This design comes from an exercise in tuning for small area on the open sky130 flow, not from production work. Only simulation tests tie the RTL to the original design; equivalence was not proved. Power figures rest on the tool's default switching activity, not on a simulated workload.

==> inputs of xenon <==
==> flow/design.v <==
package core_pkg;
  localparam int unsigned DATA_WIDTH = 32;
  localparam int unsigned ADDR_WIDTH = 5;
  localparam int unsigned REG_ZERO   = 0;
  localparam logic [5:0] OP_OUT = 6'b011100;
  localparam logic [5:0] OP_MOV = 6'b011101;
endpackage
module sat_counter #(
  parameter int unsigned WIDTH = 8
) (
  input  logic             clock,
  input  logic             reset,
  input  logic             increment,
  input  logic             clear,
  output logic [WIDTH-1:0] count
);
  logic [WIDTH-1:0] count_q;
  always_ff @(posedge clock) begin
    if (!reset) begin
      count_q <= '0;
    end else if (increment) begin
      if (clear) begin
        count_q <= WIDTH'(1);
      end else if (count_q != {WIDTH{1'b1}}) begin
        count_q <= count_q + WIDTH'(1);
      end
    end else if (clear) begin
      count_q <= '0;
    end
  end
  assign count = count_q;
endmodule
module register_bank #(
  parameter int unsigned DATA_WIDTH    = core_pkg::DATA_WIDTH,
  parameter int unsigned ADDR_WIDTH    = core_pkg::ADDR_WIDTH,
  parameter int unsigned ERR_CNT_WIDTH = 8
) (
  input  logic                     clock,
  input  logic                     reset,
  input  logic [ADDR_WIDTH-1:0]    readAddrA,
  input  logic [ADDR_WIDTH-1:0]    readAddrB,
  output logic [DATA_WIDTH-1:0]    dataA,
  output logic [DATA_WIDTH-1:0]    dataB,
  input  logic                     writeEnable,
  input  logic [ADDR_WIDTH-1:0]    writeAddr,
  input  logic [DATA_WIDTH-1:0]    writeData,
  input  logic                     aluError,
  input  logic                     outEnable,
  output logic [DATA_WIDTH-1:0]    outData,
  input  logic                     errorClear,
  output logic                     errorFlag,
  output logic [ERR_CNT_WIDTH-1:0] errorCount
);
  localparam int unsigned NumRegs = 2 ** ADDR_WIDTH;
  logic                  commit;
  logic                  suppress;
  logic [DATA_WIDTH-1:0] wdata;       
  logic [NumRegs-1:1]    wen;         
  logic [NumRegs-1:1]    rselA, rselB;
  logic                  bypA, bypB;
  logic [DATA_WIDTH-1:0] out_q;
  logic                  flag_q;
  assign commit   = writeEnable && !aluError;
  assign suppress = writeEnable && aluError;
  assign wdata    = writeData & {DATA_WIDTH{reset}};
  logic       hitA, hitB;        
  logic [3:0] wlo, alo, blo;     
  logic [7:0] whi, ahi, bhi;     
  assign hitA = commit && (writeAddr == readAddrA);
  assign hitB = commit && (writeAddr == readAddrB);
  for (genvar k = 0; k < 4; k++) begin : g_lo
    assign wlo[k] = (writeAddr[1:0] == 2'(k));
    assign alo[k] = (readAddrA[1:0] == 2'(k));
    assign blo[k] = (readAddrB[1:0] == 2'(k));
  end
  for (genvar j = 0; j < 8; j++) begin : g_hi
    assign whi[j] = commit && (writeAddr[4:2] == 3'(j));
    assign ahi[j] = reset && !hitA && (readAddrA[4:2] == 3'(j));
    assign bhi[j] = reset && !hitB && (readAddrB[4:2] == 3'(j));
  end
  for (genvar i = 1; i < NumRegs; i++) begin : g_dec
    assign wen[i]   = (whi[i/4] || !reset) && (wlo[i%4] || !reset);
    assign rselA[i] = ahi[i/4] && alo[i%4];
    assign rselB[i] = bhi[i/4] && blo[i%4];
  end
  assign bypA = hitA && (readAddrA != '0);
  assign bypB = hitB && (readAddrB != '0);
  logic [DATA_WIDTH-1:0] regs_q [NumRegs-1:1];
  logic [(NumRegs-1)*DATA_WIDTH-1:0] regs_flat;   
  for (genvar i = 1; i < NumRegs; i++) begin : g_reg
    always_ff @(posedge clock) begin
      if (wen[i]) regs_q[i] <= wdata;
    end
    assign regs_flat[(i-1)*DATA_WIDTH +: DATA_WIDTH] = regs_q[i];
  end
  rb_read_port #(.WIDTH(DATA_WIDTH)) u_rdA (
    .sel (rselA), .regs_flat (regs_flat), .byp (bypA), .wdata (wdata), .data (dataA)
  );
  rb_read_port #(.WIDTH(DATA_WIDTH)) u_rdB (
    .sel (rselB), .regs_flat (regs_flat), .byp (bypB), .wdata (wdata), .data (dataB)
  );
  always_ff @(posedge clock) begin
    if (outEnable || !reset) out_q <= wdata;
  end
  always_ff @(posedge clock) begin
    if (!reset) begin
      flag_q <= 1'b0;
    end else if (suppress) begin
      flag_q <= 1'b1;
    end else if (errorClear) begin
      flag_q <= 1'b0;
    end
  end
  sat_counter #(
    .WIDTH (ERR_CNT_WIDTH)
  ) u_err_cnt (
    .clock     (clock),
    .reset     (reset),
    .increment (suppress),
    .clear     (errorClear),
    .count     (errorCount)
  );
  assign outData   = out_q;
  assign errorFlag = flag_q;
endmodule
module rb_read_port #(
  parameter int unsigned WIDTH = 32
) (
  input  logic [31:1]          sel,
  input  logic [31*WIDTH-1:0]  regs_flat,
  input  logic                 byp,
  input  logic [WIDTH-1:0]     wdata,
  output logic [WIDTH-1:0]     data
);
  for (genvar b = 0; b < WIDTH; b++) begin : g_bit
    logic [31:0] d;
    for (genvar i = 1; i < 32; i++) begin : g_d
      assign d[i] = regs_flat[(i-1)*WIDTH + b];
    end
    assign d[0] = wdata[b];
    rb_sel32 u_sel (.s ({sel, byp}), .d (d), .y (data[b]));
  end
endmodule
module rb_sel32 (
  input  logic [31:0] s,
  input  logic [31:0] d,
  output logic        y
);
  logic [10:0] n;
  logic [2:0]  p;
  for (genvar g = 0; g < 10; g++) begin : g_ao
    rb_aoi222 u_aoi (
      .a1 (s[3*g]),   .a2 (d[3*g]),
      .b1 (s[3*g+1]), .b2 (d[3*g+1]),
      .c1 (s[3*g+2]), .c2 (d[3*g+2]),
      .y  (n[g])
    );
  end
  rb_aoi22 u_aoi_last (.a1 (s[30]), .a2 (d[30]), .b1 (s[31]), .b2 (d[31]), .y (n[10]));
  rb_nand4 u_p0 (.a (n[0]), .b (n[1]), .c (n[2]),  .d (n[3]), .y (p[0]));
  rb_nand4 u_p1 (.a (n[4]), .b (n[5]), .c (n[6]),  .d (n[7]), .y (p[1]));
  rb_nand3 u_p2 (.a (n[8]), .b (n[9]), .c (n[10]),            .y (p[2]));
  rb_or3   u_y  (.a (p[0]), .b (p[1]), .c (p[2]),             .y (y));
endmodule
module rb_aoi222 (
  input  logic a1, a2, b1, b2, c1, c2,
  output logic y
);
  assign y = ~((a1 & a2) | (b1 & b2) | (c1 & c2));
endmodule
module rb_aoi22 (
  input  logic a1, a2, b1, b2,
  output logic y
);
  assign y = ~((a1 & a2) | (b1 & b2));
endmodule
module rb_nand4 (
  input  logic a, b, c, d,
  output logic y
);
  assign y = ~(a & b & c & d);
endmodule
module rb_nand3 (
  input  logic a, b, c,
  output logic y
);
  assign y = ~(a & b & c);
endmodule
module rb_or3 (
  input  logic a, b, c,
  output logic y
);
  assign y = a | b | c;
endmodule
==> flow/flow/run.sh <==
#!/bin/bash
# Standard ORFS layout (standard.sh, synthesis unchanged) with two layout
# settings changed: ports are buffered with a small buffer instead of the
# default pick, and CTS builds its tree from clkbuf_8 clusters of up to 16
# sinks without dummy loads. make's output goes to standard.log; each ORFS
# step keeps its own log under orfs/logs/.
set -euo pipefail
bash standard.sh \
  "BUFFER_PORTS_ARGS=-buffer_cell sky130_fd_sc_hd__buf_1" \
  "CTS_ARGS=-sink_clustering_enable -repair_clock_nets -dont_use_dummy_load -buf_list {sky130_fd_sc_hd__clkbuf_8} -sink_clustering_size 16 -sink_clustering_max_diameter 60" \
  finish > standard.log 2>&1
==> flow/standard.sh <==
#!/bin/bash
# synth_recipe.tcl (not shown) runs the flow's synth.tcl, then flattens the netlist and writes it again
# the make line also repeats each setting of config.mk as NAME=value (left out here)
make -C /OpenROAD-flow-scripts/flow DESIGN_CONFIG=/design/flow/config.mk WORK_HOME=/design/flow/orfs CLKGATE_MAP_FILE= SYNTH_SCRIPT=/design/flow/synth_recipe.tcl "${@:-finish}"
==> flow/config.mk <==
export PLATFORM = sky130hd
export DESIGN_NAME = register_bank
export DESIGN_NICKNAME = register_bank
export VERILOG_FILES = /design/flow/design.v
export SDC_FILE = /design/flow/constraint.sdc
export NUM_CORES = 4
export LEC_CHECK = 0
export CAP_MARGIN = 20
export CORE_MARGIN = 2
export CORE_UTILIZATION = 45
export PLACE_DENSITY = 0.6
export SLEW_MARGIN = 20
export SYNTH_HIERARCHICAL = 1
==> flow/constraint.sdc <==
create_clock -name core_clock -period 7.0 [get_ports {clock}]
set_input_delay 1.4000 -clock core_clock [delete_from_list [all_inputs] [get_ports {clock}]]
set_output_delay 1.4000 -clock core_clock [all_outputs]
set_load 0.01 [all_outputs]
==> zinc (differences from xenon) <==
==> flow/flow/run.sh (replaced) <==
#!/bin/bash
# Standard ORFS layout (standard.sh, synthesis unchanged) with two layout
# settings changed: ports are buffered with a small buffer instead of the
# default pick, and CTS builds its tree from small clock buffers without
# dummy loads.
set -euo pipefail
bash standard.sh \
  "BUFFER_PORTS_ARGS=-buffer_cell sky130_fd_sc_hd__buf_1" \
  "CTS_ARGS=-sink_clustering_enable -repair_clock_nets -dont_use_dummy_load -buf_list {sky130_fd_sc_hd__clkbuf_4 sky130_fd_sc_hd__clkbuf_8} -sink_clustering_size 16 -sink_clustering_max_diameter 45" \
  finish > standard.log 2>&1
- CORE_UTILIZATION: 45 -> 35
- PLACE_DENSITY: 0.6 -> 0.45
==> cedar (differences from xenon) <==
--- a/flow/design.v
+++ b/flow/design.v
@@ -64,24 +64,24 @@
   assign suppress = writeEnable && aluError;
   assign wdata    = writeData & {DATA_WIDTH{reset}};
   logic       hitA, hitB;        
-  logic [3:0] wlo, alo, blo;     
-  logic [7:0] whi, ahi, bhi;     
+  logic [3:0] wlo_n, alo_n, blo_n;     
+  logic [7:0] whi_n, ahi_n, bhi_n;     
   assign hitA = commit && (writeAddr == readAddrA);
   assign hitB = commit && (writeAddr == readAddrB);
   for (genvar k = 0; k < 4; k++) begin : g_lo
-    assign wlo[k] = (writeAddr[1:0] == 2'(k));
-    assign alo[k] = (readAddrA[1:0] == 2'(k));
-    assign blo[k] = (readAddrB[1:0] == 2'(k));
+    assign wlo_n[k] = reset && (writeAddr[1:0] != 2'(k));
+    assign alo_n[k] = (readAddrA[1:0] != 2'(k));
+    assign blo_n[k] = (readAddrB[1:0] != 2'(k));
   end
   for (genvar j = 0; j < 8; j++) begin : g_hi
-    assign whi[j] = commit && (writeAddr[4:2] == 3'(j));
-    assign ahi[j] = reset && !hitA && (readAddrA[4:2] == 3'(j));
-    assign bhi[j] = reset && !hitB && (readAddrB[4:2] == 3'(j));
+    assign whi_n[j] = reset && !(commit && (writeAddr[4:2] == 3'(j)));
+    assign ahi_n[j] = !(reset && !hitA && (readAddrA[4:2] == 3'(j)));
+    assign bhi_n[j] = !(reset && !hitB && (readAddrB[4:2] == 3'(j)));
   end
   for (genvar i = 1; i < NumRegs; i++) begin : g_dec
-    assign wen[i]   = (whi[i/4] || !reset) && (wlo[i%4] || !reset);
-    assign rselA[i] = ahi[i/4] && alo[i%4];
-    assign rselB[i] = bhi[i/4] && blo[i%4];
+    rb_nor2 u_wen  (.a (whi_n[i/4]), .b (wlo_n[i%4]), .y (wen[i]));
+    rb_nor2 u_selA (.a (ahi_n[i/4]), .b (alo_n[i%4]), .y (rselA[i]));
+    rb_nor2 u_selB (.a (bhi_n[i/4]), .b (blo_n[i%4]), .y (rselB[i]));
   end
   assign bypA = hitA && (readAddrA != '0);
   assign bypB = hitB && (readAddrB != '0);
@@ -192,3 +192,9 @@
 );
   assign y = a | b | c;
 endmodule
+module rb_nor2 (
+  input  logic a, b,
+  output logic y
+);
+  assign y = ~(a | b);
+endmodule
==> flow/flow/run.sh (replaced) <==
#!/bin/bash
# Standard ORFS layout (standard.sh, synthesis unchanged) with three layout
# settings changed: ports are buffered with a small buffer instead of the
# default pick, CTS builds its tree from clkbuf_8 clusters of up to 18 sinks
# without dummy loads, and global routing runs ORFS's power recovery
# (downsizing gates off the critical paths). make's output goes to
# standard.log; each ORFS step keeps its own log under orfs/logs/.
set -euo pipefail
bash standard.sh \
  "BUFFER_PORTS_ARGS=-buffer_cell sky130_fd_sc_hd__buf_1" \
  "CTS_ARGS=-sink_clustering_enable -repair_clock_nets -dont_use_dummy_load -buf_list {sky130_fd_sc_hd__clkbuf_8} -sink_clustering_size 18 -sink_clustering_max_diameter 70" \
  "RECOVER_POWER=100" \
  finish > standard.log 2>&1
==> harbor (differences from xenon) <==
--- a/flow/design.v
+++ b/flow/design.v
@@ -55,7 +55,9 @@
   logic                  commit;
   logic                  suppress;
   logic [DATA_WIDTH-1:0] wdata;       
+  logic [NumRegs-1:1]    wsel;        
   logic [NumRegs-1:1]    wen;         
+  logic [NumRegs-1:1]    decA, decB;      
   logic [NumRegs-1:1]    rselA, rselB;
   logic                  bypA, bypB;
   logic [DATA_WIDTH-1:0] out_q;
@@ -63,28 +65,16 @@
   assign commit   = writeEnable && !aluError;
   assign suppress = writeEnable && aluError;
   assign wdata    = writeData & {DATA_WIDTH{reset}};
-  logic       hitA, hitB;        
-  logic [3:0] wlo, alo, blo;     
-  logic [7:0] whi, ahi, bhi;     
-  assign hitA = commit && (writeAddr == readAddrA);
-  assign hitB = commit && (writeAddr == readAddrB);
-  for (genvar k = 0; k < 4; k++) begin : g_lo
-    assign wlo[k] = (writeAddr[1:0] == 2'(k));
-    assign alo[k] = (readAddrA[1:0] == 2'(k));
-    assign blo[k] = (readAddrB[1:0] == 2'(k));
+  for (genvar i = 1; i < NumRegs; i++) begin : g_dec
+    assign wsel[i]  = commit && (writeAddr == ADDR_WIDTH'(i));
+    assign wen[i]   = wsel[i] || !reset;
+    assign decA[i]  = (readAddrA == ADDR_WIDTH'(i));
+    assign decB[i]  = (readAddrB == ADDR_WIDTH'(i));
+    assign rselA[i] = reset && decA[i] && !wsel[i];
+    assign rselB[i] = reset && decB[i] && !wsel[i];
   end
-  for (genvar j = 0; j < 8; j++) begin : g_hi
-    assign whi[j] = commit && (writeAddr[4:2] == 3'(j));
-    assign ahi[j] = reset && !hitA && (readAddrA[4:2] == 3'(j));
-    assign bhi[j] = reset && !hitB && (readAddrB[4:2] == 3'(j));
-  end
-  for (genvar i = 1; i < NumRegs; i++) begin : g_dec
-    assign wen[i]   = (whi[i/4] || !reset) && (wlo[i%4] || !reset);
-    assign rselA[i] = ahi[i/4] && alo[i%4];
-    assign rselB[i] = bhi[i/4] && blo[i%4];
-  end
-  assign bypA = hitA && (readAddrA != '0);
-  assign bypB = hitB && (readAddrB != '0);
+  assign bypA = |(wsel & decA);
+  assign bypB = |(wsel & decB);
   logic [DATA_WIDTH-1:0] regs_q [NumRegs-1:1];
   logic [(NumRegs-1)*DATA_WIDTH-1:0] regs_flat;   
   for (genvar i = 1; i < NumRegs; i++) begin : g_reg
==> flow/run.sh (new file) <==
#!/bin/bash
# synth_recipe.tcl (not shown) runs the flow's synth.tcl, then flattens the netlist and writes it again
# the make line also repeats each setting of config.mk as NAME=value (left out here)
make -C /OpenROAD-flow-scripts/flow DESIGN_CONFIG=/design/flow/config.mk WORK_HOME=/design/flow/orfs CLKGATE_MAP_FILE= SYNTH_SCRIPT=/design/flow/synth_recipe.tcl finish
removed: flow/flow/run.sh
removed: flow/standard.sh
==> results.txt <==
zinc finished with timing, DRC and antenna clean. harbor completed with no timing, DRC or antenna violations. cedar reached the layout checks and failed them: max-capacitance violations, max-slew violations. xenon passed the timing, design-rule and antenna checks.
The lowest via count belongs to cedar, the highest to harbor.
The highest register-to-register slack belongs to harbor, the lowest to cedar.
Sequential power is about the same in cedar and zinc.
Sequential cell count is the same in xenon and zinc.
Setup slack: cedar > xenon > zinc > harbor.
Routed wire length, lowest first: cedar, harbor, xenon, zinc.
Fmax, highest first: cedar, xenon, zinc, harbor.
First-iteration DRC count, lowest first: zinc, harbor, cedar, xenon.
Clock-buffer cell count: zinc > harbor > xenon > cedar.
==> figures <==
| metric | xenon | harbor | cedar | zinc |
|---|---|---|---|---|
| Result of the run | finished clean | finished clean | finished with violations | finished clean |
| Violated checks | - | - | max-capacitance violations, max-slew violations | - |
| Slew at the pin closest to its max-slew limit | 1324 ps | 1223 ps | 3525 ps | 1298 ps |
| CTS Buf Count | 78 | 105 | 71 | 133 |
| Global-route met1 utilization | 0.4690 | 0.4483 | 0.4400 | 0.4011 |
| Post-route clock period utilization | 0.9284 | 0.9867 | 0.9216 | 0.9382 |
| Placeable core area | 91520 µm² | 91800 µm² | 90290 µm² | 117900 µm² |
| P_clk | 2.86 mW | 5.58 mW | 2.76 mW | 3.77 mW |
| Final routed wirelength across all metal layers | 171400 µm | 164300 µm | 163300 µm | 187300 µm |
| Final-layout clock buffer total | 78 | 117 | 71 | 133 |
| Simple-gate share of the synthesized area | 0.05841 | 0.06815 | 0.05934 | 0.05841 |
| Worst-path clk slew | 100 ps | 60 ps | 110 ps | 40 ps |
| Total leakage power | 13.90 nW | 16.44 nW | 13.52 nW | 14.49 nW |
| R2R Setup Slk | 5430 ps | 5480 ps | 5370 ps | 5460 ps |
| Post-synthesis area per instance | 18.08 µm² | 17.86 µm² | 18.22 µm² | 18.08 µm² |
| Pre-antenna DRT Iters | 14 | 13 | 13 | 14 |
| Iteration-0 DRC count of the detailed router | 9476 | 8710 | 8769 | 7983 |
| Invs w/o clock | 9 | 7 | 9 | 9 |
| Final area over synthesized area | 1.1239x | 1.2201x | 1.1178x | 1.1622x |
| Number of maximum-capacitance constraint violations | 0 | 0 | 52 | 0 |
| Delay contributed by the slowest stage of the critical path | 580 ps | 590 ps | 470 ps | 930 ps |

-- separate check: timing with driven ports --
No port has a modelled driver above. Below, the same layouts with a new extraction and two added sets of constraints. Step 1 sets driving cells, clkbuf_16 on the clock port and buf_2 on the other inputs (assumed; they add their load-dependent delay and slew). Step 2 also shifts input and output timing later by t, the mid clock arrival at the registers, as if the neighbouring blocks saw the same clock. Three values: no drivers, after step 1, after step 2; two values: the first two.
run	t, ns	setup WS [ns]	clock arrival spread, ns	worst data-port slew with drivers (ns)
xenon	0.747	0.502 / 0.471 / 0.471	0.088 / 0.088	0.11
zinc	0.885	0.433 / 0.399 / 0.399	0.083 / 0.083	0.12
cedar	0.750	0.549 / 0.523 / 0.523	0.074 / 0.075	0.07
harbor	0.740	0.093 / 0.061 / 0.061	0.032 / 0.032	0.05
The setup slack of zinc, which loses most, moves by -0.034 ns with the drivers and by -0.034 ns with both steps.
